Source: an optimization exercise on an open RTL-to-GDS flow (aim: small area, a short achievable clock period and few clock cycles per item). Production flows keep margins and buffers that such runs may drop.
At most, simulation tests tie the RTL to the original design; equivalence was not proved.
The RTL of runs 2 to 6 was laid out without a check of its function.

`flow/run.sh`:
```
#!/bin/bash
# synth_recipe.tcl (not shown) runs the flow's synth.tcl, then flattens the netlist and writes it again
# the make line also repeats each setting of config.mk as NAME=value (left out here)
make -C /OpenROAD-flow-scripts/flow DESIGN_CONFIG=/design/flow/config.mk WORK_HOME=/design/flow/orfs CLKGATE_MAP_FILE= SYNTH_SCRIPT=/design/flow/synth_recipe.tcl finish
```
`flow/config.mk`:
```
export PLATFORM = sky130hd
export DESIGN_NAME = pipe_divider
export DESIGN_NICKNAME = pipe_divider
export VERILOG_FILES = /design/flow/design.v
export SDC_FILE = /design/flow/constraint.sdc
export NUM_CORES = 4
export LEC_CHECK = 0
export CAP_MARGIN = 20
export CORE_MARGIN = 2
export CORE_UTILIZATION = 40
export SLEW_MARGIN = 20
```
`flow/constraint.sdc`:
```
create_clock -name core_clock -period 5.5 [get_ports {clk}]
set_input_delay 1.1000 -clock core_clock [delete_from_list [all_inputs] [get_ports {clk}]]
set_output_delay 1.1000 -clock core_clock [all_outputs]
set_load 0.01 [all_outputs]
```
`flow/design.v`:
```
package pipe_divider_pkg;
    localparam int MAX_W = 64;
    function automatic integer nstages(input integer d_width, input integer steps_per_stage);
        nstages = d_width / steps_per_stage;
    endfunction
    function automatic integer stage_bits(input integer d_width);
        stage_bits = 3 * d_width + 5;
    endfunction
    function automatic logic [MAX_W+1:0] div_step(
        input logic [MAX_W:0]   rem,
        input logic             dbit,
        input logic [MAX_W-1:0] divisor
    );
        logic [MAX_W+1:0] shifted;
        logic [MAX_W+1:0] diff;
        shifted = {rem, dbit};
        diff    = shifted - {2'b00, divisor};
        div_step = diff[MAX_W+1] ? {shifted[MAX_W:0], 1'b0} : {diff[MAX_W:0], 1'b1};
    endfunction
endpackage
module pipe_divider_stage
#(
    parameter int D_WIDTH = 16,
    parameter int STEPS   = 1
) (
    input  logic                           clk,
    input  logic                           rst,
    input  logic                           stall,
    input  logic [pipe_divider_pkg::stage_bits(D_WIDTH)-1:0] d,
    output logic [pipe_divider_pkg::stage_bits(D_WIDTH)-1:0] q
);
    typedef struct packed {
        logic               valid;
        logic               dz;
        logic               qsign;
        logic               rsign;
        logic [D_WIDTH:0]   partial_rem;
        logic [D_WIDTH-1:0] quot_shift;
        logic [D_WIDTH-1:0] divisor;
    } stage_t;
    stage_t cur;
    stage_t nxt;
    logic   qbit;
    logic [pipe_divider_pkg::MAX_W:0]   rem_ext;
    logic [pipe_divider_pkg::MAX_W-1:0] div_ext;
    logic [pipe_divider_pkg::MAX_W+1:0] step_out;
    assign cur = d;
    always_comb begin
        nxt  = cur;
        qbit = 1'b0;
        for (int i = 0; i < STEPS; i++) begin
            rem_ext = {(pipe_divider_pkg::MAX_W + 1){1'b0}};
            div_ext = {pipe_divider_pkg::MAX_W{1'b0}};
            rem_ext[D_WIDTH:0]   = nxt.partial_rem;
            div_ext[D_WIDTH-1:0] = nxt.divisor;
            step_out = pipe_divider_pkg::div_step(rem_ext, nxt.quot_shift[D_WIDTH-1], div_ext);
            {nxt.partial_rem, qbit} = step_out[D_WIDTH+1:0];
            nxt.quot_shift = {nxt.quot_shift[D_WIDTH-2:0], qbit};
        end
    end
    always_ff @(posedge clk or posedge rst)
        if (rst)
            q <= '0;
        else if (!stall)
            q <= nxt;
endmodule
module pipe_divider
#(
    parameter int D_WIDTH         = 32,
    parameter int STEPS_PER_STAGE = 1
) (
    input  logic               clk,
    input  logic               rst,
    input  logic               in_valid,
    output logic               in_ready,
    input  logic [D_WIDTH-1:0] dividend,
    input  logic [D_WIDTH-1:0] divisor,
    output logic               out_valid,
    input  logic               out_ready,
    output logic [D_WIDTH-1:0] quotient,
    output logic [D_WIDTH-1:0] remainder,
    output logic               div_by_zero
);
    if (STEPS_PER_STAGE < 1 || D_WIDTH < 2 || D_WIDTH > pipe_divider_pkg::MAX_W || D_WIDTH % STEPS_PER_STAGE != 0) begin : g_bad_cfg
        $error("pipe_divider: need 2 <= D_WIDTH <= 64 and STEPS_PER_STAGE dividing D_WIDTH");
    end
    localparam int NSTAGES = pipe_divider_pkg::nstages(D_WIDTH, STEPS_PER_STAGE);
    localparam int SW      = pipe_divider_pkg::stage_bits(D_WIDTH);
    typedef struct packed {
        logic               valid;
        logic               dz;
        logic               qsign;
        logic               rsign;
        logic [D_WIDTH:0]   partial_rem;
        logic [D_WIDTH-1:0] quot_shift;
        logic [D_WIDTH-1:0] divisor;
    } stage_t;
    logic [SW-1:0]      pipe [NSTAGES+1];
    stage_t             head;
    stage_t             last;
    logic               stall;
    logic               qs;
    logic               rs;
    logic [D_WIDTH-1:0] mag_a;
    logic [D_WIDTH-1:0] mag_b;
    logic [D_WIDTH-1:0] q_mag;
    logic [D_WIDTH-1:0] r_mag;
    logic               unused_last;
    assign last      = pipe[NSTAGES];
    assign stall     = last.valid && !out_ready;
    assign in_ready  = !stall;
    assign out_valid = last.valid;
    assign qs    = 1'b0;
    assign rs    = 1'b0;
    assign mag_a = dividend;
    assign mag_b = divisor;
    always_ff @(posedge clk or posedge rst)
        if (rst)
            head <= '0;
        else if (!stall)
            head <= {in_valid && in_ready, divisor == '0, qs, rs,
                     {(D_WIDTH + 1){1'b0}}, mag_a, mag_b};
    assign pipe[0] = head;
    for (genvar k = 0; k < NSTAGES; k++) begin : g_stage
        pipe_divider_stage #(
            .D_WIDTH(D_WIDTH),
            .STEPS  (STEPS_PER_STAGE)
        ) u_stage (
            .clk  (clk),
            .rst  (rst),
            .stall(stall),
            .d    (pipe[k]),
            .q    (pipe[k+1])
        );
    end
    assign q_mag       = last.quot_shift;
    assign r_mag       = last.partial_rem[D_WIDTH-1:0];
    assign div_by_zero = last.dz;
    assign quotient  = last.dz ? '1 : q_mag;
    assign remainder = r_mag;
    assign unused_last = ^{last.qsign, last.rsign, last.divisor, last.partial_rem[D_WIDTH]};
endmodule
```
==> results.sh, run 1 <==
export IMPL_fmaxAchievable_ghz=0.2119
export IMPL_dr_pass1_iters=5
export IMPL_synth_cells=20980
export IMPL_synth_commonest_cells="nand2_1, dfrtp_1, a21oi_1"
export IMPL_drive_above_1_share_pct=4.545
export IMPL_status="timing/DRC/antenna clean"
export IMPL_ctsResizeCount=0
export IMPL_hpwl_mm=288.2
export IMPL_syn_area_um2=174600
export IMPL_cts_setup_buffers=0
export IMPL_antenna_found_initial=3
export IMPL_grt_pass1_vias=135100
export IMPL_yosysMostFrequentCell="nand2_1"
export IMPL_final_nets=21790
export IMPL_relSlewSlack_pct=28.58
export IMPL_grt_remaining_overflow=0
export IMPL_track_usage_pct=17.86
export IMPL_worstSetupPathType="reg2reg"
export IMPL_crit_path_end_kind="register"
export IMPL_grt_use_met2_pct=33.74
export IMPL_post_route_drc_count=0
export IMPL_max_cap_viol_count=0
export IMPL_cp_required_ns=6.25
export IMPL_cts_sinks=3200
export IMPL_slew_violations=0
export IMPL_core_um2=434500
export IMPL_tightest_slew_ns=1.071
export IMPL_grt_pass1_wl_mm=673.0
export IMPL_cts_hold_buf=0
export IMPL_area_growth_pct=11.10
export IMPL_hold_viol_final=0
export IMPL_via_per_inst=5.054
export IMPL_yosys_warnings=4
export IMPL_synth_flop_cell="dfrtp_1"
export IMPL_detail_route_antenna_nets=0
export IMPL_synth_compound_area_share_pct=17.85
export IMPL_synth_top_family_by_area="simple AND/OR/NAND/NOR gates"
export IMPL_clock_path_buffers=4
export IMPL_postSynthAreaPerCell_um2=8.322
export IMPL_syn_nets=22070
export IMPL_rrSetupSlack_ns=0.78
export IMPL_yosys_area_top_type_share_pct=45.87
export IMPL_busiest_layer="met2"
export IMPL_path_clk_slew_ns=0.06
export IMPL_synth_async_reset_ratio_pct=100.0
export IMPL_ys_seq_elements=3200
export IMPL_finalSetupTns_ns=0
export IMPL_grt_max_degree=232
export IMPL_die_w_um=664.6
export IMPL_portBuffers=134
export IMPL_cts_tree="built"
export IMPL_place_inst=26070
export IMPL_stdcell_count=26700
export IMPL_rsz0062_at_grt="no"
export IMPL_yosysSeqAreaShare_pct=45.87
export IMPL_setup_violations=0
export IMPL_clockRootBuffer="clkbuf_16"
export IMPL_crit_path_start_kind="register"
export IMPL_drtIter0Drc=6861
export IMPL_synth_area_leader_cell="dfrtp_1"
export IMPL_numCtsBuffers=352
export IMPL_fin_crit_sh_pct=85.80
export IMPL_cp_max_fo=45
export IMPL_use_met3_pct=1.638
export IMPL_die_y_um=664.6
export IMPL_post_route_min_period_ns=4.719
export IMPL_hold_path_class="reg2reg"
export IMPL_grtUsageMet1_pct=20.63
export IMPL_critical_path_arrival_ns=5.47
export IMPL_dieArea_um2=441700
export IMPL_synth_area_mux_share_pct=0.7404
export IMPL_synth_edf_count=0
export IMPL_htree_levels=5
export IMPL_clock_skew_ns=0.04587
export IMPL_synthAdderAreaFrac_pct=7.480
export IMPL_nFillCells=43080
export IMPL_ys_top_cells_by_area="dfrtp_1, nand2_1, ha_1, a21oi_1, o21ai_0"
export IMPL_synth_cell_types=98
export IMPL_io_pins=135
export IMPL_gp_congestion=0.8820
export IMPL_wirelength_mm=401.7
export IMPL_clock_latency_ns=0.93
export IMPL_via_count=135000
export IMPL_rows=242
export IMPL_wl_per_cell_um=15.05
export IMPL_synth_xor_area_share_pct=4.200
export IMPL_initial_utilization_pct=40.17
export IMPL_synthSimpleGateAreaFrac_pct=18.84
==> through the flow <==
stage          utilization, %  hold slack [ns]  setup WS, ns  cell area, µm²
3_3_place_gp            41.88           0.4440        0.8357          182000
6_report                44.63           0.4532        0.7810          193900
5_1_grt                 44.63           0.4757        0.5560          193900
4_1_cts                 44.63           0.4553        0.7955          193900
3_5_place_dp            41.88           0.4492        0.8265          182000
2_1_floorplan               -           0.4300        -40.15          174600
==> state kept, by name (all words and copies together), names as in the netlist <==
register and cells:
g_stage.u_stage.q 3134, head 66
==> critical path, stage by stage (launching register included) <==
cell       delay, ns
dfrtp_1         0.37
inv_1           0.07
ha_1            0.17
inv_1           0.06
fa_1            0.40
a21o_1          0.17
a21o_1          0.21
a211oi_1        0.53
o2111ai_1       0.25
a31oi_1         0.27
buf_4           0.20
o31a_1          0.26
o21ai_1         0.20
a41oi_2         0.30
nand3_2         0.29
buf_12          0.27
o21ai_0         0.37
a21oi_1         0.12
==> cells by family after synthesis <==
kind of cell,Yosys count
and+or+nand+nor,8118
AOI/OAI and AO/OA,5402
DFF,3200
buffers and inverters,2265
adders and majority gates,1025
xor gates and xnor gates,837
muxes,128
==> layer usage <==
metal  vias to the layer above  routed length (µm)  share of wire (%)
met5                         -                   0                  0
met4                         0               16120                4.0
met3                       890                9277                2.3
met2                      1644              210300                 52
met1                     62740              166100                 41
li1                      69680                   -                  -
==> worst paths after layout <==
| path | start | endpoint | depth (start not counted) |
|---|---|---|---|
| setup / recovery | g_stage[18].u_stage.q[63]$_DFFE_PP0N_ | g_stage[19].u_stage.q[79]$_DFFE_PP0N_ | 17 |
| max in group asynchronous | rst | g_stage[8].u_stage.q[24]$_DFFE_PP0N_ | 6 |
| hold reg to reg | g_stage[0].u_stage.q[51]$_DFFE_PP0N_ | g_stage[1].u_stage.q[52]$_DFFE_PP0N_ | 2 |
| min in group asynchronous | rst | g_stage[27].u_stage.q[52]$_DFFE_PP0N_ | 2 |
| setup reg to reg | g_stage[18].u_stage.q[63]$_DFFE_PP0N_ | g_stage[19].u_stage.q[79]$_DFFE_PP0N_ | 17 |
| hold / removal | g_stage[0].u_stage.q[51]$_DFFE_PP0N_ | g_stage[1].u_stage.q[52]$_DFFE_PP0N_ | 2 |
==> cells in the final DEF (no fill, tap or decap), types with 325 or more instances in the layout <==
cell type / instances
a21o_1: 554
a21oi_1: 1940
clkbuf_16: 362
dfrtp_1: 3200
ha_1: 994
inv_1: 1260
nand2_1: 5509
nor2_1: 1578
o21ai_0: 1854
xnor2_1: 512
xor2_1: 325
==> cell type report <==
class | count | area [µm²] | area share, %
Antenna cell | 1 | 2.502 | 0.001290
Clock buffer | 533 | 10650 | 5.492
Clock inverter | 93 | 1305 | 0.6729
Inverter | 1262 | 4748 | 2.448
Multi-Input combinational cell | 15510 | 85900 | 44.29
Sequential cell | 3200 | 80080 | 41.29
Tap cell | 5734 | 7174 | 3.699
Timing Repair Buffer | 368 | 4074 | 2.101
Testbench counts, summed over its fixed seeds: cycles 8,264, items 8,000.
==> inputs of run 2 (changes only) <==
==> flow/design.v (replaced) <==
package pipe_divider_pkg;
    localparam int W = 32;
endpackage
module pipe_divider_lzc (
    input  logic [31:0] x,
    output logic [5:0]  n
);
    logic [31:0]  z;
    logic [31:0]  nz;
    logic [159:0] c;
    logic [159:0] nc;
    integer       l;
    integer       i;
    always_comb begin
        z  = ~x;
        c  = '0;
        nz = '0;
        nc = '0;
        for (l = 0; l < 5; l = l + 1) begin
            nz = '0;
            nc = '0;
            for (i = 0; i < 16; i = i + 1) begin
                nz[i] = z[2*i+1] & z[2*i];
                nc[i*5 +: 5] = z[2*i+1] ? (c[(2*i)*5 +: 5] | (5'd1 << l)) : c[(2*i+1)*5 +: 5];
            end
            z = nz;
            c = nc;
        end
        n = z[0] ? 6'd32 : {1'b0, c[4:0]};
    end
endmodule
module pipe_divider (
    input  logic        clk,
    input  logic        rst,
    input  logic        in_valid,
    output logic        in_ready,
    input  logic [31:0] dividend,
    input  logic [31:0] divisor,
    output logic        out_valid,
    input  logic        out_ready,
    output logic [31:0] quotient,
    output logic [31:0] remainder,
    output logic        div_by_zero
);
    localparam logic [1:0] S_IDLE  = 2'd0;
    localparam logic [1:0] S_ALIGN = 2'd1;
    localparam logic [1:0] S_STEP  = 2'd2;
    localparam logic [1:0] S_DONE  = 2'd3;
    logic [1:0]  st;
    logic [31:0] rem;
    logic [31:0] dv;
    logic [31:0] q;
    logic [4:0]  cnt;
    logic        dz;
    logic [5:0]  clz_a;
    logic [5:0]  clz_b;
    logic [6:0]  shamt;
    logic        b_zero;
    logic        accept;
    logic [32:0] diff;
    logic        ge;
    pipe_divider_lzc u_lzc_a (.x(dividend), .n(clz_a));
    pipe_divider_lzc u_lzc_b (.x(divisor),  .n(clz_b));
    assign b_zero = clz_b[5];
    assign shamt  = {1'b0, clz_b} - {1'b0, clz_a};
    assign in_ready  = (st == S_IDLE) || (st == S_DONE && out_ready);
    assign accept    = in_valid && in_ready;
    assign out_valid = (st == S_DONE);
    assign diff = {1'b0, rem} - {1'b0, dv};
    assign ge   = !diff[32];
    always_ff @(posedge clk or posedge rst)
        if (rst)
            st <= S_IDLE;
        else if (accept)
            st <= (b_zero || shamt[6]) ? S_DONE : (shamt[4:0] == 5'd0) ? S_STEP : S_ALIGN;
        else if (st == S_ALIGN)
            st <= S_STEP;
        else if (st == S_STEP && cnt == 5'd0)
            st <= S_DONE;
        else if (st == S_DONE && out_ready)
            st <= S_IDLE;
    always_ff @(posedge clk)
        if (accept) begin
            rem <= dividend;
            dv  <= divisor;
            q   <= {32{b_zero}};
            cnt <= shamt[4:0];
            dz  <= b_zero;
        end else if (st == S_ALIGN) begin
            dv  <= dv << cnt;
        end else if (st == S_STEP) begin
            if (ge)
                rem <= diff[31:0];
            q   <= {q[30:0], ge};
            dv  <= dv >> 1;
            cnt <= cnt - 5'd1;
        end
    assign quotient    = q;
    assign remainder   = rem;
    assign div_by_zero = dz;
endmodule
==> results.sh, run 2 <==
export IMPL_grt_remaining_overflow=0
export IMPL_yosys_warnings=2
export IMPL_slew_violations=0
export IMPL_whs_ns=0.5568
export IMPL_cts_hold_buf=0
export IMPL_hpwl_mm=21.77
export IMPL_finalSetupTns_ns=0
export IMPL_crit_path_end_kind="register"
export IMPL_fmaxAchievable_ghz=0.2163
export IMPL_via_per_inst=5.993
export IMPL_relSlewSlack_pct=36.98
export IMPL_setup_violations=0
export IMPL_hold_viol_final=0
export IMPL_io_pins=135
export IMPL_fin_crit_sh_pct=84.06
export IMPL_clockRootBuffer="clkbuf_16"
export IMPL_rrSetupSlack_ns=1.51
export IMPL_critPathSlowestCell="clkdlybuf4s50_1"
export IMPL_finalInstanceArea_um2=10670
export IMPL_drtIter0Drc=798
export IMPL_wirelength_mm=28.67
export IMPL_post_route_min_period_ns=4.623
export IMPL_worstSetupPathType="in2reg"
export IMPL_path_clk_slew_ns=0.09
export IMPL_yosysSeqAreaShare_pct=35.61
export IMPL_dr_pass1_iters=5
export IMPL_final_nets=1190
export IMPL_worst_slack_ns=0.8768
export IMPL_post_route_drc_count=0
export IMPL_postSynthAreaPerCell_um2=8.994
export IMPL_area_growth_pct=22.08
export IMPL_synth_cell_types=70
export IMPL_synth_commonest_cells="edfxtp_1, nand2_1, nor2_1"
export IMPL_die_y_um=151.8
export IMPL_placedInstanceArea_um2=10360
export IMPL_cts_sinks=104
export IMPL_numCtsBuffers=9
export IMPL_die_w_um=151.8
export IMPL_layout_common_cells="clkdlybuf4s50_1, edfxtp_1, nand2_1, nor2_1, a21oi_1"
export IMPL_synth_flop_cell="edfxtp_1"
export IMPL_cts_tree="built"
export IMPL_cts_setup_buffers=0
export IMPL_core_um2=21620
export IMPL_wl_per_cell_um=20.98
export IMPL_cp_max_fo=4
export IMPL_portBuffers=134
export IMPL_yosys_area_top_type_share_pct=35.04
export IMPL_cpPeakStageDelay_ns=0.47
export IMPL_clock_latency_ns=0.37
export IMPL_grt_max_degree=44
export IMPL_grt_pass1_vias=7901
export IMPL_htree_levels=3
export IMPL_path_cells="clkdlybuf4s50_1 > nor4_2 > and2_1 > nand4_1 > and2_1 > nand3_1 > o22ai_1 > a21oi_1 > ha_1 > inv_1 > fa_1 > a21o_1 > a21oi_1 > xnor2_1 > nor4bb_1 > a21oi_1 > nor3b_1 > o22ai_1"
export IMPL_hold_path_class="reg2reg"
export IMPL_antenna_found_initial=0
export IMPL_status="timing/DRC/antenna clean"
export IMPL_syn_area_um2=8742
export IMPL_ys_top_cells_by_area="edfxtp_1, mux4_2, ha_1, a21oi_1, a21o_1"
export IMPL_drive_above_1_share_pct=7.735
export IMPL_synth_area_leader_cell="edfxtp_1"
export IMPL_synth_cells=972
export IMPL_clock_path_buffers=2
export IMPL_reg_top3="dv (32), q (32), rem (32)"
export IMPL_dieArea_um2=23050
export IMPL_syn_nets=1081
export IMPL_max_cap_viol_count=0
export IMPL_tightest_slew_ns=0.9452
export IMPL_crit_path_start_kind="input pin"
export IMPL_via_count=8186
export IMPL_critical_path_arrival_ns=4.87
export IMPL_hold_depth=1
export IMPL_detail_route_antenna_nets=0
export IMPL_rr_worst_depth=10
export IMPL_ctsResizeCount=0
export IMPL_layout_commonest_cell="clkdlybuf4s50_1"
export IMPL_insertedDiodeCount=0
export IMPL_gp_congestion=0.9315
export IMPL_rows=54
export IMPL_clock_skew_ns=0.006106
export IMPL_ys_seq_elements=104
export IMPL_track_usage_pct=24.61
export IMPL_grt_pass1_wl_mm=45.38
export IMPL_initial_utilization_pct=40.43
export IMPL_synth_edf_count=102
export IMPL_place_ws_ns=0.5234
export IMPL_critical_path_most_common_cell="a21oi_1"
export IMPL_synth_async_reset_ratio_pct=1.923
export IMPL_rsz0062_at_grt="no"
export IMPL_cp_required_ns=5.75
export IMPL_yosysMostFrequentCell="edfxtp_1"
-- run 2: cell count changes in the layout (fill, tap and decap cells not counted), sizes merged, moves of 502 or more --
cell	change
nand2	-5410
dfrtp	-3198
o21ai	-1858
a21oi	-1856
nor2	-1484
inv	-1204
ha	-955
clkbuf	-524
a21o	-502
-- run 2: per-layer routing --
| metal | share of wire (%) | GRT usage [%] |
|---|---|---|
| met5 | 0 | 0 |
| met4 | 2.9 | 8.945 |
| met3 | 7.1 | 3.765 |
| met2 | 46 | 38.42 |
| met1 | 44 | 34.79 |
-- run 2: cell families after synthesis --
family                     count (synthesis)  share of synthesized area, %
AOI/OAI and AO/OA                        324                         24.19
and+or+nand+nor                          314                         16.52
buffers and inverters                    114                         5.396
DFF                                      104                         35.61
muxes                                     54                         10.15
adders and majority gates                 41                         6.040
xor gates and xnor gates                  21                         2.104
-- run 2: path summary, 6_finish.rpt --
| path | startpoint | end |
|---|---|---|
| min in group asynchronous | rst | st[0]$_DFFE_PP0P_ |
| max in group asynchronous | rst | st[1]$_DFFE_PP0P_ |
| min reg2reg | q[23]$_DFFE_PP_ | q[24]$_DFFE_PP_ |
| min | q[23]$_DFFE_PP_ | q[24]$_DFFE_PP_ |
| max | divisor[14] | st[1]$_DFFE_PP0P_ |
| max reg2reg | dv[0]$_DFFE_PP_ | rem[12]$_DFFE_PP_ |
-- run 2: cell type report --
cell class	count	area, µm²
Fill cell	2101	10950
Multi-Input combinational cell	754	5185
Sequential cell	104	3113
Timing Repair Buffer	151	1481
Tap cell	280	350.3
Inverter	61	229.0
Clock buffer	9	225.2
Clock inverter	7	88.84
-- run 2: stage by stage --
step           util, %  instances
2_1_floorplan        -        972
3_3_place_gp     47.91       1350
3_5_place_dp     47.91       1350
4_1_cts          49.36       1366
5_1_grt          49.36       1366
6_report         49.36       1366
-- run 2: worst max-delay path: cells and delay by family --
family | cells | cell delay [ns]
AO/OA/AOI/OAI | 6 | 1.07
XOR/XNOR | 1 | 0.17
adder cells (fa/ha/maj) | 2 | 0.60
buffers and inverters | 2 | 0.53
AND/OR/NAND/NOR | 7 | 1.39
==> inputs of run 3 (changes only) <==
--- a/flow/config.mk
+++ b/flow/config.mk
@@ -5,7 +5,9 @@
 export SDC_FILE = /design/flow/constraint.sdc
 export NUM_CORES = 4
 export LEC_CHECK = 0
+export ABC_CLOCK_PERIOD_IN_PS = 2500
 export CAP_MARGIN = 20
 export CORE_MARGIN = 2
 export CORE_UTILIZATION = 40
+export SETUP_SLACK_MARGIN = 2.0
 export SLEW_MARGIN = 20
==> results.sh, run 3 <==
export IMPL_yosys_area_top_type_share_pct=35.04
export IMPL_crit_path_start_kind="input pin"
export IMPL_grt_pass1_vias=8198
export IMPL_hold_path_class="reg2reg"
export IMPL_initial_utilization_pct=40.43
export IMPL_grt_max_degree=78
export IMPL_critPathSlowestCell="fa_2"
export IMPL_drive_above_1_share_pct=15.96
export IMPL_syn_area_um2=8742
export IMPL_dr_pass1_iters=7
export IMPL_stdcell_count=1395
export IMPL_numCtsBuffers=9
export IMPL_path_clk_slew_ns=0.09
export IMPL_wirelength_mm=29.47
export IMPL_synth_commonest_cells="edfxtp_1, nand2_1, nor2_1"
export IMPL_clockRootBuffer="clkbuf_16"
export IMPL_relSlewSlack_pct=36.59
export IMPL_reg_top3="dv (32), q (32), rem (32)"
export IMPL_crit_path_end_kind="register"
export IMPL_cts_sinks=104
export IMPL_cpPeakStageDelay_ns=0.33
export IMPL_synth_cells=972
export IMPL_cp_max_fo=4
export IMPL_hpwl_mm=21.64
export IMPL_placedInstanceArea_um2=10390
export IMPL_rsz0062_at_grt="yes"
export IMPL_finalInstanceArea_um2=11100
export IMPL_gp_congestion=0.9339
export IMPL_slew_violations=0
export IMPL_clock_path_buffers=2
export IMPL_detail_route_antenna_nets=0
export IMPL_tightest_slew_ns=0.9512
export IMPL_grt_pass1_wl_mm=45.84
export IMPL_htree_levels=3
export IMPL_layout_commonest_cell="edfxtp_1"
export IMPL_via_per_inst=6.054
export IMPL_fin_crit_sh_pct=69.23
export IMPL_area_growth_pct=27.01
export IMPL_rows=54
export IMPL_place_inst=1349
export IMPL_drtIter0Drc=690
export IMPL_syn_nets=1081
export IMPL_synth_flop_cell="edfxtp_1"
export IMPL_fmaxAchievable_ghz=0.2626
export IMPL_synth_area_leader_cell="edfxtp_1"
export IMPL_die_w_um=151.8
export IMPL_path_cells="dlygate4sd2_1 > nor4_4 > and2_4 > inv_1 > o32a_1 > o22ai_1 > ha_2 > inv_2 > fa_2 > a21o_1 > a21oi_2 > xnor2_2 > nor4bb_1 > a21oi_1 > nor3b_2 > o22ai_1"
export IMPL_critical_path_most_common_cell="o22ai_1"
export IMPL_synth_cell_types=70
export IMPL_final_nets=1219
export IMPL_dieArea_um2=23050
export IMPL_wl_per_cell_um=21.12
export IMPL_finalSetupTns_ns=0
export IMPL_track_usage_pct=24.88
export IMPL_synth_edf_count=102
export IMPL_via_count=8445
export IMPL_status="timing/DRC/antenna clean"
export IMPL_cp_required_ns=5.79
export IMPL_yosysSeqAreaShare_pct=35.61
export IMPL_insertedDiodeCount=0
export IMPL_io_pins=135
export IMPL_synth_async_reset_ratio_pct=1.923
export IMPL_critical_path_arrival_ns=4.09
export IMPL_core_um2=21620
export IMPL_yosys_warnings=2
export IMPL_layout_common_cells="edfxtp_1, nand2_1, nor2_1, a21oi_1, clkdlybuf4s50_1"
export IMPL_yosysMostFrequentCell="edfxtp_1"
export IMPL_grt_remaining_overflow=0
export IMPL_post_route_min_period_ns=3.808
export IMPL_ys_seq_elements=104
export IMPL_clock_skew_ns=0.01213
export IMPL_max_cap_viol_count=0
export IMPL_die_y_um=151.8
export IMPL_cts_tree="built"
export IMPL_whs_ns=0.5452
export IMPL_hold_viol_final=0
export IMPL_postSynthAreaPerCell_um2=8.994
export IMPL_portBuffers=134
export IMPL_antenna_found_initial=1
export IMPL_nFillCells=2096
export IMPL_ys_top_cells_by_area="edfxtp_1, mux4_2, ha_1, a21oi_1, a21o_1"
export IMPL_final_core_util_pct=51.35
export IMPL_setup_violations=0
export IMPL_worstSetupPathType="in2reg"
export IMPL_clock_latency_ns=0.37
export IMPL_post_route_drc_count=0
[run 3: logic make-up (layout without fill, tap and decap cells)]
kind of cell             after synthesis  count (layout)  share of synthesized area (%)
AO/OA/AOI/OAI                        324             324                          24.19
XOR/XNOR                              21              21                          2.104
adder cells (fa/ha/maj)               41              41                          6.040
buffers and inverters                114             257                          5.396
flip-flops                           104             104                          35.61
multiplexers                          54              54                          10.15
AND/OR/NAND/NOR                      314             314                          16.52
[run 3: final cells by class]
type	count	area, µm²	area share [%]
Sequential cell	104	3113	28.04
Inverter	61	229.0	2.062
Timing Repair Buffer	180	1610	14.50
Multi-Input combinational cell	754	5482	49.37
Tap cell	280	350.3	3.155
Clock buffer	9	225.2	2.028
Clock inverter	7	93.84	0.8452
[run 3: metal layers]
| layer | share of wire (%) | vias up | track usage, % |
|---|---|---|---|
| met5 | 0 | - | 0 |
| met4 | 3.2 | 0 | 8.990 |
| met3 | 7.1 | 56 | 4.991 |
| met2 | 45 | 358 | 39.00 |
| met1 | 44 | 4098 | 34.32 |
| li1 | - | 3933 | - |
[run 3: metrics by stage]
| stage | setup WS, ns |
|---|---|
| detailed placement | 0.5005 |
| finish | 1.692 |
| global placement | 0.5045 |
| floorplan | 1.640 |
| global route | 1.535 |
| CTS | 1.748 |
[run 3: repair_timing]
action	in CTS	in global routing
endpoints found under the setup margin	37	32
gates resized for setup	166	21
endpoints found under the hold margin	0	0
setup buffers	22	8
pin swaps	39	21
hold buffers	0	0
cloned	0	0
[run 3: critical path, delay by kind of cell]
family                   cells  cell delay, ns
adder cells (fa/ha/maj)      2            0.53
XOR/XNOR                     1            0.09
AND/OR/NAND/NOR              4            0.96
buffers and inverters        3            0.37
AO/OA/AOI/OAI                6            1.03
[run 3: path summary, 6_finish.rpt]
check | start | to | slack, ns | depth (start not counted)
setup / recovery | dividend[26] | st[1]$_DFFE_PP0P_ | 1.69 | 16
hold / removal | q[25]$_DFFE_PP_ | q[26]$_DFFE_PP_ | 0.55 | 1
setup reg to reg | dv[0]$_DFFE_PP_ | rem[13]$_DFFE_PP_ | 2.27 | 10
hold reg to reg | q[25]$_DFFE_PP_ | q[26]$_DFFE_PP_ | 0.55 | 1
max in group asynchronous | rst | st[0]$_DFFE_PP0P_ | 4.47 | 2
min in group asynchronous | rst | st[1]$_DFFE_PP0P_ | 0.91 | 2
==> inputs of run 4 (changes only) <==
--- a/flow/design.v
+++ b/flow/design.v
@@ -52,43 +52,61 @@
     logic [31:0] q;
     logic [4:0]  cnt;
     logic        dz;
+    logic        fin;      
+    logic [4:0]  ca;       
+    logic [4:0]  cb;       
     logic [5:0]  clz_a;
     logic [5:0]  clz_b;
-    logic [6:0]  shamt;
+    logic [31:0] a_smear;
     logic        b_zero;
+    logic        b_wider;
     logic        accept;
+    logic [4:0]  shamt;
+    logic        sh_zero;
+    logic        step;
     logic [32:0] diff;
     logic        ge;
     pipe_divider_lzc u_lzc_a (.x(dividend), .n(clz_a));
     pipe_divider_lzc u_lzc_b (.x(divisor),  .n(clz_b));
-    assign b_zero = clz_b[5];
-    assign shamt  = {1'b0, clz_b} - {1'b0, clz_a};
-    assign in_ready  = (st == S_IDLE) || (st == S_DONE && out_ready);
+    always_comb begin
+        a_smear[31] = dividend[31];
+        for (int i = 30; i >= 0; i--)
+            a_smear[i] = a_smear[i+1] | dividend[i];
+    end
+    assign b_wider = |(divisor & ~a_smear);
+    assign b_zero  = ~|divisor;
+    assign out_valid = (st == S_DONE) || (st == S_ALIGN && fin);
+    assign in_ready  = (st == S_IDLE) || (out_valid && out_ready);
     assign accept    = in_valid && in_ready;
-    assign out_valid = (st == S_DONE);
+    assign shamt   = cb - ca;
+    assign sh_zero = (cb == ca);
+    assign step    = (st == S_STEP) || (st == S_ALIGN && !fin && sh_zero);
     assign diff = {1'b0, rem} - {1'b0, dv};
     assign ge   = !diff[32];
     always_ff @(posedge clk or posedge rst)
         if (rst)
             st <= S_IDLE;
         else if (accept)
-            st <= (b_zero || shamt[6]) ? S_DONE : (shamt[4:0] == 5'd0) ? S_STEP : S_ALIGN;
-        else if (st == S_ALIGN)
-            st <= S_STEP;
+            st <= S_ALIGN;
+        else if (st == S_ALIGN && !fin)
+            st <= sh_zero ? S_DONE : S_STEP;
         else if (st == S_STEP && cnt == 5'd0)
             st <= S_DONE;
-        else if (st == S_DONE && out_ready)
+        else if (out_valid && out_ready)
             st <= S_IDLE;
     always_ff @(posedge clk)
         if (accept) begin
             rem <= dividend;
             dv  <= divisor;
             q   <= {32{b_zero}};
-            cnt <= shamt[4:0];
             dz  <= b_zero;
-        end else if (st == S_ALIGN) begin
-            dv  <= dv << cnt;
-        end else if (st == S_STEP) begin
+            fin <= b_zero || b_wider;
+            ca  <= clz_a[4:0];
+            cb  <= clz_b[4:0];
+        end else if (st == S_ALIGN && !fin && !sh_zero) begin
+            dv  <= dv << shamt;
+            cnt <= shamt;
+        end else if (step) begin
             if (ge)
                 rem <= diff[31:0];
             q   <= {q[30:0], ge};
==> results.sh, run 4 <==
export IMPL_clock_path_buffers=2
export IMPL_synthAdderAreaFrac_pct=5.597
export IMPL_synth_cells=998
export IMPL_numCtsBuffers=17
export IMPL_relSlewSlack_pct=43.11
export IMPL_clockRootBuffer="clkbuf_16"
export IMPL_rsz0062_at_grt="yes"
export IMPL_yosysMostFrequentCell="edfxtp_1"
export IMPL_critical_path_arrival_ns=3.60
export IMPL_grt_remaining_overflow=0
export IMPL_setup_violations=0
export IMPL_path_cells="clkdlybuf4s50_1 > nor2_1 > nand2_1 > or3_1 > nor4_1 > buf_4 > o31ai_1 > o41ai_1"
export IMPL_synth_xor_area_share_pct=2.826
export IMPL_final_core_util_pct=51.88
export IMPL_synth_area_leader_cell="edfxtp_1"
export IMPL_nFillCells=2003
export IMPL_antenna_found_initial=0
export IMPL_dr_pass1_iters=5
export IMPL_fin_crit_sh_pct=63.57
export IMPL_critPathSlowestCell="o41ai_1"
export IMPL_grt_pass1_wl_mm=46.87
export IMPL_synth_edf_count=113
export IMPL_yosysSeqAreaShare_pct=38.31
export IMPL_rows=54
export IMPL_postSynthAreaPerCell_um2=9.005
export IMPL_synth_cell_types=68
export IMPL_slew_violations=0
export IMPL_via_per_inst=6.029
export IMPL_cp_max_fo=5
export IMPL_layout_common_cells="clkdlybuf4s50_1, edfxtp_1, nor2_1, nand2_1, a21oi_1"
export IMPL_synth_top_family_by_area="compound AO/OA/AOI/OAI gates"
export IMPL_fmaxAchievable_ghz=0.2860
export IMPL_via_count=8549
export IMPL_track_usage_pct=25.94
export IMPL_status="timing/DRC/antenna clean"
export IMPL_finalInstanceArea_um2=11390
export IMPL_synth_compound_area_share_pct=24.06
export IMPL_synth_area_mux_share_pct=8.047
export IMPL_grt_max_degree=78
export IMPL_synthSimpleGateAreaFrac_pct=16.09
export IMPL_clock_skew_ns=0.008624
export IMPL_whs_ns=0.5491
export IMPL_finalSetupTns_ns=0
export IMPL_crit_path_start_kind="input pin"
export IMPL_die_y_um=153.9
export IMPL_synth_flop_cell="edfxtp_1"
export IMPL_cpPeakStageDelay_ns=0.77
export IMPL_post_route_min_period_ns=3.496
export IMPL_wirelength_mm=30.58
export IMPL_drtIter0Drc=852
export IMPL_dieArea_um2=23680
export IMPL_tightest_slew_ns=0.8423
export IMPL_drive_above_1_share_pct=9.051
export IMPL_yosys_warnings=2
export IMPL_hold_path_class="reg2reg"
export IMPL_syn_area_um2=8987
export IMPL_clock_latency_ns=0.43
export IMPL_hpwl_mm=23.05
export IMPL_worstSetupPathType="in2reg"
export IMPL_ys_seq_elements=115
export IMPL_layout_commonest_cell="clkdlybuf4s50_1"
export IMPL_cp_required_ns=5.61
export IMPL_syn_nets=1105
export IMPL_detail_route_antenna_nets=0
export IMPL_gp_congestion=0.9423
export IMPL_insertedDiodeCount=0
export IMPL_synth_async_reset_ratio_pct=1.739
export IMPL_cts_tree="built"
export IMPL_portBuffers=134
export IMPL_crit_path_end_kind="register"
export IMPL_wl_per_cell_um=21.57
export IMPL_synth_commonest_cells="edfxtp_1, nor2_1, nand2_1"
export IMPL_hold_viol_final=0
export IMPL_yosys_area_top_type_share_pct=37.76
export IMPL_max_cap_viol_count=0
export IMPL_die_w_um=153.9
export IMPL_core_um2=21960
export IMPL_area_growth_pct=26.76
export IMPL_io_pins=135
export IMPL_htree_levels=4
export IMPL_grt_pass1_vias=7909
export IMPL_placedInstanceArea_um2=10670
export IMPL_path_clk_slew_ns=0.06
export IMPL_initial_utilization_pct=40.93
export IMPL_post_route_drc_count=0
export IMPL_final_nets=1232
export IMPL_reg_top3="dv (32), q (32), rem (32)"
export IMPL_ys_top_cells_by_area="edfxtp_1, ha_1, a21oi_1, mux4_2, nor2_1"
export IMPL_cts_sinks=115
[run 4: final timing paths]
path / from / to / slack [ns] / cells after the start
max: dividend[30] / ca[1]$_SDFFCE_PP0P_ / 2.00 / 8
min: st[1]$_DFFE_PP0P_ / st[1]$_DFFE_PP0P_ / 0.55 / 2
max reg2reg: dv[0]$_DFFE_PP_ / rem[6]$_DFFE_PP_ / 2.19 / 12
min reg2reg: st[1]$_DFFE_PP0P_ / st[1]$_DFFE_PP0P_ / 0.55 / 2
max in group asynchronous: rst / st[0]$_DFFE_PP0P_ / 4.55 / 2
min in group asynchronous: rst / st[1]$_DFFE_PP0P_ / 0.84 / 2
[run 4: repair_timing]
item                                    in CTS  in global routing
pin swaps                                    1                  0
endpoints found under the setup margin      87                103
gates resized for setup                      5                 10
cloned                                       0                  0
setup buffers                                8                  0
hold buffers                                 0                  0
[run 4: metal layers]
layer | GRT usage, % | up-vias | routed length [µm] | share of wire (%)
li1 | - | 3999 | - | -
met1 | 38.66 | 4107 | 13750 | 45
met2 | 39.23 | 409 | 13770 | 45
met3 | 4.651 | 34 | 2593 | 8.5
met4 | 6.142 | 0 | 463 | 1.5
met5 | 0 | - | 0 | 0
[run 4: layout make-up]
cell class                      count  area, µm²  area share, %
Clock buffer                       18      429.2          3.767
Tap cell                          280      350.3          3.075
Timing Repair Buffer              158       1556          13.66
Multi-Input combinational cell    764       5174          45.41
Sequential cell                   115       3443          30.23
Clock inverter                     14      178.9          1.571
Inverter                           69      260.3          2.284
[run 4: cells by family (layout without fill, tap and decap cells)]
group | Yosys count | after routing
flops | 115 | 115
buf+inv | 119 | 259
fa+ha+maj | 39 | 39
compound gates | 332 | 332
simple gates | 317 | 317
xor+xnor | 29 | 29
mux | 47 | 47
[run 4: through the flow]
stage / cells / worst slack, ns
after CTS: 1418 / 2.027
after detailed placement: 1378 / 1.274
after global routing: 1418 / 1.877
final: 1418 / 2.004
after floorplan: 998 / 2.091
after global placement: 1378 / 1.370
[run 4: critical path: cells and delay by family]
family                 cells  cell delay [ns]
AO/OA/AOI/OAI              2             0.88
buffers and inverters      2             0.69
AND/OR/NAND/NOR            4             0.93
==> inputs of run 5 (changes only) <==
--- a/flow/config.mk
+++ b/flow/config.mk
@@ -5,9 +5,8 @@
 export SDC_FILE = /design/flow/constraint.sdc
 export NUM_CORES = 4
 export LEC_CHECK = 0
-export ABC_CLOCK_PERIOD_IN_PS = 2500
 export CAP_MARGIN = 20
 export CORE_MARGIN = 2
 export CORE_UTILIZATION = 40
-export SETUP_SLACK_MARGIN = 2.0
+export SETUP_SLACK_MARGIN = 2.5
 export SLEW_MARGIN = 20
==> results.sh, run 5 <==
export IMPL_synth_commonest_cells="edfxtp_1, nor2_1, nand2_1"
export IMPL_slew_violations=0
export IMPL_path_clk_slew_ns=0.06
export IMPL_rows=54
export IMPL_drtIter0Drc=990
export IMPL_synth_flop_cell="edfxtp_1"
export IMPL_track_usage_pct=26.94
export IMPL_cts_tree="built"
export IMPL_yosysSeqAreaShare_pct=38.31
export IMPL_status="timing/DRC/antenna clean"
export IMPL_whs_ns=0.5456
export IMPL_synth_async_reset_ratio_pct=1.739
export IMPL_cp_max_fo=6
export IMPL_fmaxAchievable_ghz=0.3254
export IMPL_yosysMostFrequentCell="edfxtp_1"
export IMPL_core_um2=21960
export IMPL_hold_viol_final=0
export IMPL_finalSetupTns_ns=0
export IMPL_ys_top_cells_by_area="edfxtp_1, ha_1, a21oi_1, mux4_2, nor2_1"
export IMPL_die_y_um=153.9
export IMPL_via_per_inst=6.067
export IMPL_rr_worst_depth=11
export IMPL_hpwl_mm=22.66
export IMPL_reg_top3="dv (32), q (32), rem (32)"
export IMPL_place_inst=1376
export IMPL_stdcell_count=1456
export IMPL_ys_seq_elements=115
export IMPL_grt_pass1_vias=8437
export IMPL_rsz0062_at_grt="yes"
export IMPL_crit_path_end_kind="register"
export IMPL_htree_levels=4
export IMPL_post_route_min_period_ns=3.073
export IMPL_clock_path_buffers=2
export IMPL_area_growth_pct=36.88
export IMPL_synth_edf_count=113
export IMPL_hold_path_class="reg2reg"
export IMPL_grt_max_degree=63
export IMPL_reg2reg_to="dv[27]$_DFFE_PP_"
export IMPL_grt_pass1_wl_mm=49.19
export IMPL_synth_cells=998
export IMPL_max_cap_viol_count=0
export IMPL_clock_latency_ns=0.43
export IMPL_critical_path_arrival_ns=3.25
export IMPL_yosys_area_top_type_share_pct=37.76
export IMPL_synth_cell_types=68
export IMPL_portBuffers=134
export IMPL_post_route_drc_count=0
export IMPL_syn_area_um2=8987
export IMPL_cp_required_ns=5.68
export IMPL_synth_area_leader_cell="edfxtp_1"
export IMPL_fin_crit_sh_pct=55.87
export IMPL_initial_utilization_pct=40.93
export IMPL_syn_nets=1105
export IMPL_hold_start="q[12]$_DFFE_PP_"
export IMPL_rrSetupSlack_ns=2.43
export IMPL_io_pins=135
export IMPL_cts_hold_buf=0
export IMPL_gp_congestion=0.9798
export IMPL_postSynthAreaPerCell_um2=9.005
export IMPL_insertedDiodeCount=0
export IMPL_startpoint="cb[0]$_SDFFCE_PP0P_"
export IMPL_relSlewSlack_pct=44.28
export IMPL_worstSetupPathType="reg2reg"
export IMPL_final_nets=1270
export IMPL_drive_above_1_share_pct=18.54
export IMPL_crit_path_start_kind="register"
export IMPL_via_count=8833
export IMPL_layout_common_cells="clkdlybuf4s50_1, edfxtp_1, nor2_1, nand2_1, a21oi_1"
export IMPL_clockRootBuffer="clkbuf_16"
export IMPL_layout_commonest_cell="clkdlybuf4s50_1"
export IMPL_numCtsBuffers=17
export IMPL_critical_path_endpoint="dv[27]$_DFFE_PP_"
export IMPL_die_w_um=153.9
export IMPL_final_core_util_pct=56.02
export IMPL_grt_remaining_overflow=0
export IMPL_dieArea_um2=23680
export IMPL_dr_pass1_iters=5
export IMPL_antenna_found_initial=0
export IMPL_setup_violations=0
export IMPL_tightest_slew_ns=0.8359
export IMPL_yosys_warnings=2
export IMPL_wirelength_mm=31.93
export IMPL_wl_per_cell_um=21.93
export IMPL_reg2reg_from="cb[0]$_SDFFCE_PP0P_"
export IMPL_detail_route_antenna_nets=0
export IMPL_cts_sinks=115
export IMPL_clock_skew_ns=0.01211
[run 5: cell counts after synthesis]
Identical to the previous run, type by type.
[run 5: critical path, cell delays in order, from the launching register on]
cell and delay (ns):
edfxtp_1 0.37, inv_2 0.08, ha_4 0.12, inv_2 0.04, fa_2 0.61, buf_8 0.16, mux4_2 0.54, mux2i_2 0.23
nand2_1 0.11, o211ai_1 0.19, a21oi_1 0.11, a221o_1 0.27
[run 5: cell families after synthesis]
family | count (synthesis) | share of synthesized area [%]
AO/OA/AOI/OAI | 332 | 24.06
AND/OR/NAND/NOR | 317 | 16.09
buffers and inverters | 119 | 5.068
flip-flops | 115 | 38.31
multiplexers | 47 | 8.047
adder cells (fa/ha/maj) | 39 | 5.597
XOR/XNOR | 29 | 2.826
[run 5: layer usage]
layer	track usage, %	wire, µm
met3	5.017	2662
met1	39.04	14150
met2	40.88	14180
met5	0	0
met4	8.589	944
[run 5: cell type report]
type	instances	area, µm²
Timing Repair inverter	1	7.507
Inverter	69	262.8
Fill cell	1934	9657
Clock inverter	14	202.7
Multi-Input combinational cell	765	5660
Tap cell	280	350.3
Timing Repair Buffer	194	1946
Sequential cell	115	3443
Clock buffer	18	429.2
[run 5: metrics by stage]
step / instance area, µm² / setup WS (ns)
floorplan: 9050 / 2.528
global placement: 10680 / 1.451
detailed placement: 10680 / 1.435
CTS: 11810 / 2.363
global route: 12300 / 2.293
finish: 12300 / 2.427
[run 5: worst min path at each step]
| stage | to | slack, ns | depth (start not counted) |
|---|---|---|---|
| after floorplan | st[0]$_DFFE_PP0P_ | 0.51 | 1 |
| after global placement | q[13]$_DFFE_PP_ | 0.53 | 1 |
| after detailed placement | q[6]$_DFFE_PP_ | 0.53 | 1 |
| after CTS | q[6]$_DFFE_PP_ | 0.55 | 1 |
| after global routing | q[31]$_DFFE_PP_ | 0.57 | 1 |
| final | q[13]$_DFFE_PP_ | 0.55 | 1 |
[run 5: what timing repair did]
action                                  CTS  global route
pin swaps                                20            42
buffers inserted                         22            22
gates cloned                              3             1
endpoints found under the setup margin  148           143
gates resized for setup                  74            76
==> inputs of run 6 (changes only) <==
--- a/flow/config.mk
+++ b/flow/config.mk
@@ -8,5 +8,5 @@
 export CAP_MARGIN = 20
 export CORE_MARGIN = 2
 export CORE_UTILIZATION = 40
-export SETUP_SLACK_MARGIN = 2.5
+export SETUP_SLACK_MARGIN = 3.0
 export SLEW_MARGIN = 20
==> results.sh, run 6 <==
export IMPL_rsz0062_at_grt="yes"
export IMPL_core_um2=21960
export IMPL_cpPeakStageDelay_ns=0.58
export IMPL_crit_path_end_kind="register"
export IMPL_clockRootBuffer="clkbuf_16"
export IMPL_path_depth=13
export IMPL_dr_pass1_iters=5
export IMPL_area_growth_pct=52.28
export IMPL_yosys_warnings=2
export IMPL_critical_path_buf_inv_count=5
export IMPL_cts_sinks=115
export IMPL_layout_commonest_cell="edfxtp_1"
export IMPL_detail_route_antenna_nets=0
export IMPL_nFillCells=1739
export IMPL_reg2reg_from="cb[0]$_SDFFCE_PP0P_"
export IMPL_synth_flop_cell="edfxtp_1"
export IMPL_grt_pass1_vias=9068
export IMPL_fin_crit_sh_pct=57.19
export IMPL_whs_ns=0.5497
export IMPL_cts_hold_buf=0
export IMPL_cp_required_ns=5.68
export IMPL_postSynthAreaPerCell_um2=9.005
export IMPL_drtIter0Drc=916
export IMPL_die_y_um=153.9
export IMPL_synth_area_leader_cell="edfxtp_1"
export IMPL_reg_top3="dv (32), q (32), rem (32)"
export IMPL_gp_congestion=0.9691
export IMPL_path_cells="inv_2 > ha_4 > inv_2 > fa_2 > buf_12 > buf_12 > buf_16 > mux4_2 > nand2_2 > nand2_2 > o211ai_1 > a21oi_1 > a221o_1"
export IMPL_dieArea_um2=23680
export IMPL_cp_max_fo=4
export IMPL_status="timing/DRC/antenna clean"
export IMPL_synth_edf_count=113
export IMPL_via_per_inst=6.212
export IMPL_layout_common_cells="edfxtp_1, nor2_1, buf_4, nand2_1, a21oi_1"
export IMPL_place_ws_ns=1.453
export IMPL_post_route_min_period_ns=3.146
export IMPL_yosysSeqAreaShare_pct=38.31
export IMPL_worst_slack_ns=2.354
export IMPL_numCtsBuffers=17
export IMPL_clock_latency_ns=0.44
export IMPL_die_w_um=153.9
export IMPL_ys_top_cells_by_area="edfxtp_1, ha_1, a21oi_1, mux4_2, nor2_1"
export IMPL_grt_max_degree=60
export IMPL_htree_levels=4
export IMPL_startpoint="cb[0]$_SDFFCE_PP0P_"
export IMPL_track_usage_pct=29.76
export IMPL_synth_cell_types=68
export IMPL_slew_violations=0
export IMPL_critical_path_arrival_ns=3.33
export IMPL_drive_above_1_share_pct=32.16
export IMPL_rr_worst_depth=13
export IMPL_crit_path_start_kind="register"
export IMPL_grt_pass1_wl_mm=53.82
export IMPL_hold_start="q[24]$_DFFE_PP_"
export IMPL_final_nets=1344
export IMPL_tightest_slew_ns=0.7134
export IMPL_clock_path_buffers=2
export IMPL_initial_utilization_pct=40.93
export IMPL_yosys_area_top_type_share_pct=37.76
export IMPL_yosysMostFrequentCell="edfxtp_1"
export IMPL_fmaxAchievable_ghz=0.3179
export IMPL_post_route_drc_count=0
export IMPL_hpwl_mm=22.89
export IMPL_syn_area_um2=8987
export IMPL_worstSetupPathType="reg2reg"
export IMPL_wirelength_mm=35.84
export IMPL_wl_per_cell_um=23.41
export IMPL_hold_viol_final=0
export IMPL_cts_tree="built"
export IMPL_hold_depth=1
export IMPL_syn_nets=1105
export IMPL_path_clk_slew_ns=0.06
export IMPL_synth_async_reset_ratio_pct=1.739
export IMPL_hold_path_class="reg2reg"
export IMPL_grt_remaining_overflow=0
export IMPL_rows=54
export IMPL_critPathSlowestCell="fa_2"
export IMPL_portBuffers=134
export IMPL_synth_cells=998
export IMPL_finalSetupTns_ns=0
export IMPL_crit_family="adder cells"
export IMPL_antenna_found_initial=1
export IMPL_clock_skew_ns=0.01419
export IMPL_via_count=9510
export IMPL_setup_violations=0
export IMPL_io_pins=135
export IMPL_max_cap_viol_count=0
export IMPL_relSlewSlack_pct=52.26
export IMPL_synth_commonest_cells="edfxtp_1, nor2_1, nand2_1"
export IMPL_ys_seq_elements=115
[run 6: cell counts after synthesis]
No cell type changed its count.
[run 6: cell type report]
class                      count  area (µm²)  share of cell area [%]
clock inverter                15       206.4                   1.509
sequential                   115        3445                   25.17
inverter                      69       262.8                   1.920
tap                          280       350.3                   2.560
clock buffer                  17       425.4                   3.108
timing repair inverter         1       7.507                 0.05485
multi-input combinational    766        6262                   45.76
antenna                        1       2.502                 0.01828
timing repair buffer         267        2724                   19.90
[run 6: worst register-to-register path, stage by stage (launching register included)]
cell      delay (ns)
edfxtp_1        0.38
inv_2           0.08
ha_4            0.12
inv_2           0.04
fa_2            0.58
buf_12          0.13
buf_12          0.10
buf_16          0.11
mux4_2          0.52
nand2_2         0.11
nand2_2         0.09
o211ai_1        0.27
a21oi_1         0.10
a221o_1         0.27
[run 6: final timing paths]
| kind | to | slack (ns) |
|---|---|---|
| max in group asynchronous | st[1]$_DFFE_PP0P_ | 4.55 |
| hold reg to reg | q[25]$_DFFE_PP_ | 0.55 |
| min in group asynchronous | st[0]$_DFFE_PP0P_ | 0.82 |
| hold / removal | q[25]$_DFFE_PP_ | 0.55 |
| setup reg to reg | dv[28]$_DFFE_PP_ | 2.35 |
| setup / recovery | dv[28]$_DFFE_PP_ | 2.35 |
[run 6: kinds of logic (layout without fill, tap and decap cells)]
kind of cell / Yosys count / count (layout) / synth area share (%)
compound gates: 332 / 332 / 24.06
xor+xnor: 29 / 30 / 2.826
fa+ha+maj: 39 / 39 / 5.597
buf+inv: 119 / 369 / 5.068
flops: 115 / 115 / 38.31
mux: 47 / 47 / 8.047
other cells: 0 / 1 / 0
simple gates: 317 / 318 / 16.09
[run 6: what timing repair did]
action	in CTS	in global routing
buffers inserted	97	20
gates resized for setup	329	122
gates cloned	7	0
endpoints found under the setup margin	189	145
pin swaps	71	58
[run 6: through the flow]
step	instance area [µm²]	util [%]	cells
detailed placement	10790	49.14	1374
global route	13690	62.32	1531
finish	13690	62.32	1531
global placement	10790	49.14	1374
CTS	13210	60.17	1510
floorplan	9239	-	998
[run 6: metal layers]
metal | track usage, % | routed length [µm] | share of wire [%]
met5 | 0 | 0 | 0
met4 | 8.990 | 954 | 2.7
met3 | 6.342 | 3723 | 10
met2 | 46.55 | 16550 | 46
met1 | 41.68 | 14610 | 41
==> inputs of run 7 (changes only) <==
==> flow/design.v (replaced) <==
package pipe_divider_pkg;
    localparam int W = 32;
endpackage
module pipe_divider_lzc (
    input  logic [31:0] x,
    output logic [5:0]  n
);
    logic [31:0]  z;
    logic [31:0]  nz;
    logic [159:0] c;
    logic [159:0] nc;
    integer       l;
    integer       i;
    always_comb begin
        z  = ~x;
        c  = '0;
        nz = '0;
        nc = '0;
        for (l = 0; l < 5; l = l + 1) begin
            nz = '0;
            nc = '0;
            for (i = 0; i < 16; i = i + 1) begin
                nz[i] = z[2*i+1] & z[2*i];
                nc[i*5 +: 5] = z[2*i+1] ? (c[(2*i)*5 +: 5] | (5'd1 << l)) : c[(2*i+1)*5 +: 5];
            end
            z = nz;
            c = nc;
        end
        n = z[0] ? 6'd32 : {1'b0, c[4:0]};
    end
endmodule
module pipe_divider (
    input  logic        clk,
    input  logic        rst,
    input  logic        in_valid,
    output logic        in_ready,
    input  logic [31:0] dividend,
    input  logic [31:0] divisor,
    output logic        out_valid,
    input  logic        out_ready,
    output logic [31:0] quotient,
    output logic [31:0] remainder,
    output logic        div_by_zero
);
    localparam logic [1:0] S_IDLE  = 2'd0;
    localparam logic [1:0] S_ALIGN = 2'd1;
    localparam logic [1:0] S_STEP  = 2'd2;
    localparam logic [1:0] S_DONE  = 2'd3;
    logic [1:0]  st;
    logic [31:0] rem;      
    logic [31:0] dv;       
    logic [31:0] q;        
    logic [4:0]  cnt;      
    logic        dz;
    logic [5:0]  ca;       
    logic [5:0]  cb;       
    logic [5:0]  clz_a;
    logic [5:0]  clz_b;
    logic        accept;
    logic        fin;
    logic [4:0]  shamt;
    logic        sh_zero;
    logic        step;
    logic [31:0] diff;
    logic        ge;
    pipe_divider_lzc u_lzc_a (.x(dividend), .n(clz_a));
    pipe_divider_lzc u_lzc_b (.x(divisor),  .n(clz_b));
    assign fin     = dz || (cb < ca);
    assign shamt   = cb[4:0] - ca[4:0];
    assign sh_zero = (cb == ca);
    assign out_valid = (st == S_DONE) || (st == S_ALIGN && fin);
    assign in_ready  = (st == S_IDLE) || (out_valid && out_ready);
    assign accept    = in_valid && in_ready;
    assign step      = (st == S_STEP) || (st == S_ALIGN && !fin && sh_zero);
    assign ge   = rem >= dv;
    assign diff = rem - dv;
    always_ff @(posedge clk or posedge rst)
        if (rst)
            st <= S_IDLE;
        else if (accept)
            st <= S_ALIGN;
        else if (st == S_ALIGN)
            st <= (fin && out_ready) ? S_IDLE : (fin || sh_zero) ? S_DONE : S_STEP;
        else if (st == S_STEP && cnt == 5'd0)
            st <= S_DONE;
        else if (out_valid && out_ready)
            st <= S_IDLE;
    always_ff @(posedge clk) begin
        ca <= clz_a;
        cb <= clz_b;
        if (accept)
            dv <= divisor;
        else if (st == S_ALIGN)
            dv <= dv << shamt;
        else
            dv <= dv >> 1;
        if (st == S_ALIGN)
            cnt <= shamt;
        else
            cnt <= cnt - 5'd1;
    end
    always_ff @(posedge clk) begin
        if (accept) begin
            rem <= dividend;
            q   <= {32{divisor == 32'd0}};
            dz  <= (divisor == 32'd0);
        end else if (step) begin
            if (ge)
                rem <= diff;
            q   <= {q[30:0], ge};
        end
    end
    assign quotient    = q;
    assign remainder   = rem;
    assign div_by_zero = dz;
endmodule
==> results.sh, run 7 <==
export IMPL_status="timing/DRC/antenna clean"
export IMPL_initial_utilization_pct=40.88
export IMPL_synth_cells=1010
export IMPL_grt_pass1_vias=8269
export IMPL_postSynthAreaPerCell_um2=8.535
export IMPL_grt_remaining_overflow=0
export IMPL_grt_max_degree=54
export IMPL_wl_per_cell_um=22.38
export IMPL_finalSetupTns_ns=0
export IMPL_layout_common_cells="nand2_1, nor2_1, a21oi_1, clkdlybuf4s50_1, buf_4"
export IMPL_rr_worst_depth=11
export IMPL_post_route_min_period_ns=3.199
export IMPL_tightest_slew_ns=1.004
export IMPL_clock_skew_ns=0.01196
export IMPL_synth_async_reset_ratio_pct=1.724
export IMPL_cp_max_fo=4
export IMPL_drive_above_1_share_pct=31.09
export IMPL_antenna_found_initial=0
export IMPL_yosys_warnings=2
export IMPL_setup_violations=0
export IMPL_core_um2=21090
export IMPL_holdPathEnd="cnt[2]$_DFF_P_"
export IMPL_grt_use_met2_pct=42.45
export IMPL_worstSetupPathType="reg2out"
export IMPL_die_y_um=150.8
export IMPL_wirelength_mm=34.38
export IMPL_grtUsageMet1_pct=37.31
export IMPL_via_per_inst=6.059
export IMPL_path_clk_slew_ns=0.06
export IMPL_dr_pass1_iters=7
export IMPL_via_count=9307
export IMPL_clock_path_buffers=2
export IMPL_clockRootBuffer="clkbuf_16"
export IMPL_yosys_area_top_type_share_pct=23.34
export IMPL_rrSetupSlack_ns=2.49
export IMPL_synth_flop_cell="edfxtp_1"
export IMPL_numCtsBuffers=17
export IMPL_drtIter0Drc=964
export IMPL_fin_crit_sh_pct=58.16
export IMPL_relSlewSlack_pct=32.82
export IMPL_portBuffers=134
export IMPL_slew_violations=0
export IMPL_critical_path_arrival_ns=2.10
export IMPL_synth_area_leader_cell="edfxtp_1"
export IMPL_post_route_drc_count=0
export IMPL_place_ws_ns=1.649
export IMPL_crit_path_end_kind="primary output"
export IMPL_reg2reg_from="cb[0]$_SDFF_PP0_"
export IMPL_fmaxAchievable_ghz=0.3126
export IMPL_cp_required_ns=4.40
export IMPL_worst_slack_ns=2.301
export IMPL_hold_start="cnt[2]$_DFF_P_"
export IMPL_final_nets=1357
export IMPL_reg2reg_to="dv[13]$_DFF_P_"
export IMPL_rows=53
export IMPL_cts_sinks=116
export IMPL_syn_area_um2=8621
export IMPL_yosysMostFrequentCell="nor2_1"
export IMPL_synth_commonest_cells="nor2_1, nand2_1, a21oi_1"
export IMPL_synth_cell_types=71
export IMPL_clock_latency_ns=0.43
export IMPL_io_pins=135
export IMPL_use_met3_pct=4.217
export IMPL_hold_path_class="reg2reg"
export IMPL_htree_levels=4
export IMPL_detail_route_antenna_nets=0
export IMPL_gp_congestion=0.9074
export IMPL_layout_commonest_cell="nand2_1"
export IMPL_syn_nets=1119
export IMPL_ys_seq_elements=116
export IMPL_insertedDiodeCount=0
export IMPL_grt_pass1_wl_mm=46.42
export IMPL_reg_top3="dv (32), q (32), rem (32)"
export IMPL_yosysSeqAreaShare_pct=34.83
export IMPL_busiest_layer="met2"
export IMPL_track_usage_pct=26.95
export IMPL_cts_tree="built"
export IMPL_max_cap_viol_count=0
export IMPL_dieArea_um2=22740
export IMPL_die_w_um=150.8
export IMPL_hpwl_mm=21.89
export IMPL_hold_depth=2
export IMPL_crit_path_start_kind="register"
export IMPL_hold_viol_final=0
export IMPL_ys_top_cells_by_area="edfxtp_1, dfxtp_1, a21oi_1, ha_1, nor2_1"
export IMPL_area_growth_pct=54.92
export IMPL_synth_edf_count=67
export IMPL_rsz0062_at_grt="yes"
run 7: cell types whose count changed after synthesis, sizes merged, moves of 11 or more:
cell / delta
o22ai: +11
a22oi: -13
clkbuf: -11
dfxtp: +47
o21ai: -18
a21oi: +15
edfxtp: -46
nor3: +12
buf: +13
nor2: +12
run 7: timing repair:
item,in CTS,in global routing
pin swaps,38,72
cloned,5,13
setup buffers,38,68
setup endpoints to repair,182,180
gates resized for setup,155,231
hold buffers,0,0
run 7: cells by family after synthesis:
family                     share of synthesized area (%)
and+or+nand+nor                                    17.98
AOI/OAI and AO/OA                                  22.08
buffers and inverters                              5.689
DFF                                                34.83
muxes                                              9.550
adders and majority gates                          6.125
xor gates and xnor gates                           3.745
run 7: worst max-delay path: stages, from the launching register on:
cell and delay [ns]:
dfxtp_1 0.34, inv_1 0.08, ha_4 0.30, a21oi_1 0.11
a21bo_4 0.25, nor3b_4 0.21, a21oi_2 0.07, o32a_1 0.16
buf_2 0.15
run 7: final cells by class:
type	instances	area, µm²
clock buffer	17	425.4
clock inverter	15	180.2
fill	1695	7732
inverter	65	270.3
multi-input combinational	781	6236
sequential	116	3039
tap	275	344.1
timing repair buffer	264	2826
timing repair inverter	3	33.78
run 7: worst max path at each step:
stage / start / to / slack (ns) / cells past startpoint
final: ca[3]$_SDFF_PP0_ / in_ready / 2.30 / 8
after global routing: cb[0]$_SDFF_PP0_ / in_ready / 2.23 / 10
after CTS: cb[0]$_SDFF_PP0_ / in_ready / 2.26 / 10
after detailed placement: out_ready / rem[7]$_DFFE_PP_ / 1.65 / 8
after global placement: out_ready / dv[31]$_DFFE_PP_ / 1.71 / 9
after floorplan: cb[0]$_SDFF_PP0_ / rem[0]$_DFFE_PP_ / 1.25 / 10
run 7: per-layer routing:
layer,wire (µm),part of all wire (%)
met1,14400,42
met4,1386,4.0
met3,2825,8.2
met5,0,0
met2,15770,46
run 7: through the flow:
| stage | instances | area [µm²] | utilization, % | hold slack [ns] |
|---|---|---|---|---|
| 6_report | 1536 | 13360 | 63.33 | 0.5033 |
| 2_1_floorplan | 1010 | 8686 | - | 0.4718 |
| 3_5_place_dp | 1380 | 10210 | 48.44 | 0.4990 |
| 5_1_grt | 1536 | 13360 | 63.33 | 0.5263 |
| 3_3_place_gp | 1380 | 10210 | 48.44 | 0.4905 |
| 4_1_cts | 1455 | 11740 | 55.69 | 0.5069 |
Testbench counts of run 7, summed over its fixed seeds: cycles 69,732, items 8,000.

re-timing with driven ports:
In the flow no input, the clock included, has a driving cell. The finished layouts below were timed again as built, in two steps. Step 1 (the two cells are an assumption about what drives the block):
set clk [get_ports {clk}]
set_driving_cell -lib_cell sky130_fd_sc_hd__clkbuf_16 $clk
set_driving_cell -lib_cell sky130_fd_sc_hd__buf_2 [delete_from_list [all_inputs] $clk]
Step 2 adds t to the input delays and takes it off the output delays; t is the mean of the earliest and latest rising clock arrival at the registers after step 1. Input paths then give back, and output paths get back, about the clock's delay inside the block. Three values: ideal ports, drivers, drivers and shift; two values: the first two.
run	shift t [ns]	setup WS [ns]	worst setup path at the end	latest minus earliest clock arrival (ns)	worst register clock-pin slew, ns
run 1	1.020	0.781 / 0.781 / 0.781	register to register	0.058 / 0.058	0.06 / 0.06
run 2	0.418	0.877 / 0.905 / 0.486	input to register	0.011 / 0.011	0.09 / 0.09
run 3	0.411	1.692 / 1.712 / 1.301	input to register	0.012 / 0.012	0.09 / 0.09
run 4	0.470	2.004 / 2.017 / 1.547	input to register	0.009 / 0.009	0.06 / 0.06
run 5	0.471	2.427 / 2.427 / 2.053	input to register	0.012 / 0.013	0.07 / 0.07
run 6	0.477	2.354 / 2.354 / 2.275	input to register	0.014 / 0.015	0.07 / 0.07
run 7	0.472	2.301 / 2.257 / 2.310	input to register	0.012 / 0.012	0.06 / 0.06
After both steps setup and hold are still met in every run listed. The setup slack of run 4, which loses most, moves by +0.013 ns with the drivers and by -0.457 ns with both steps.
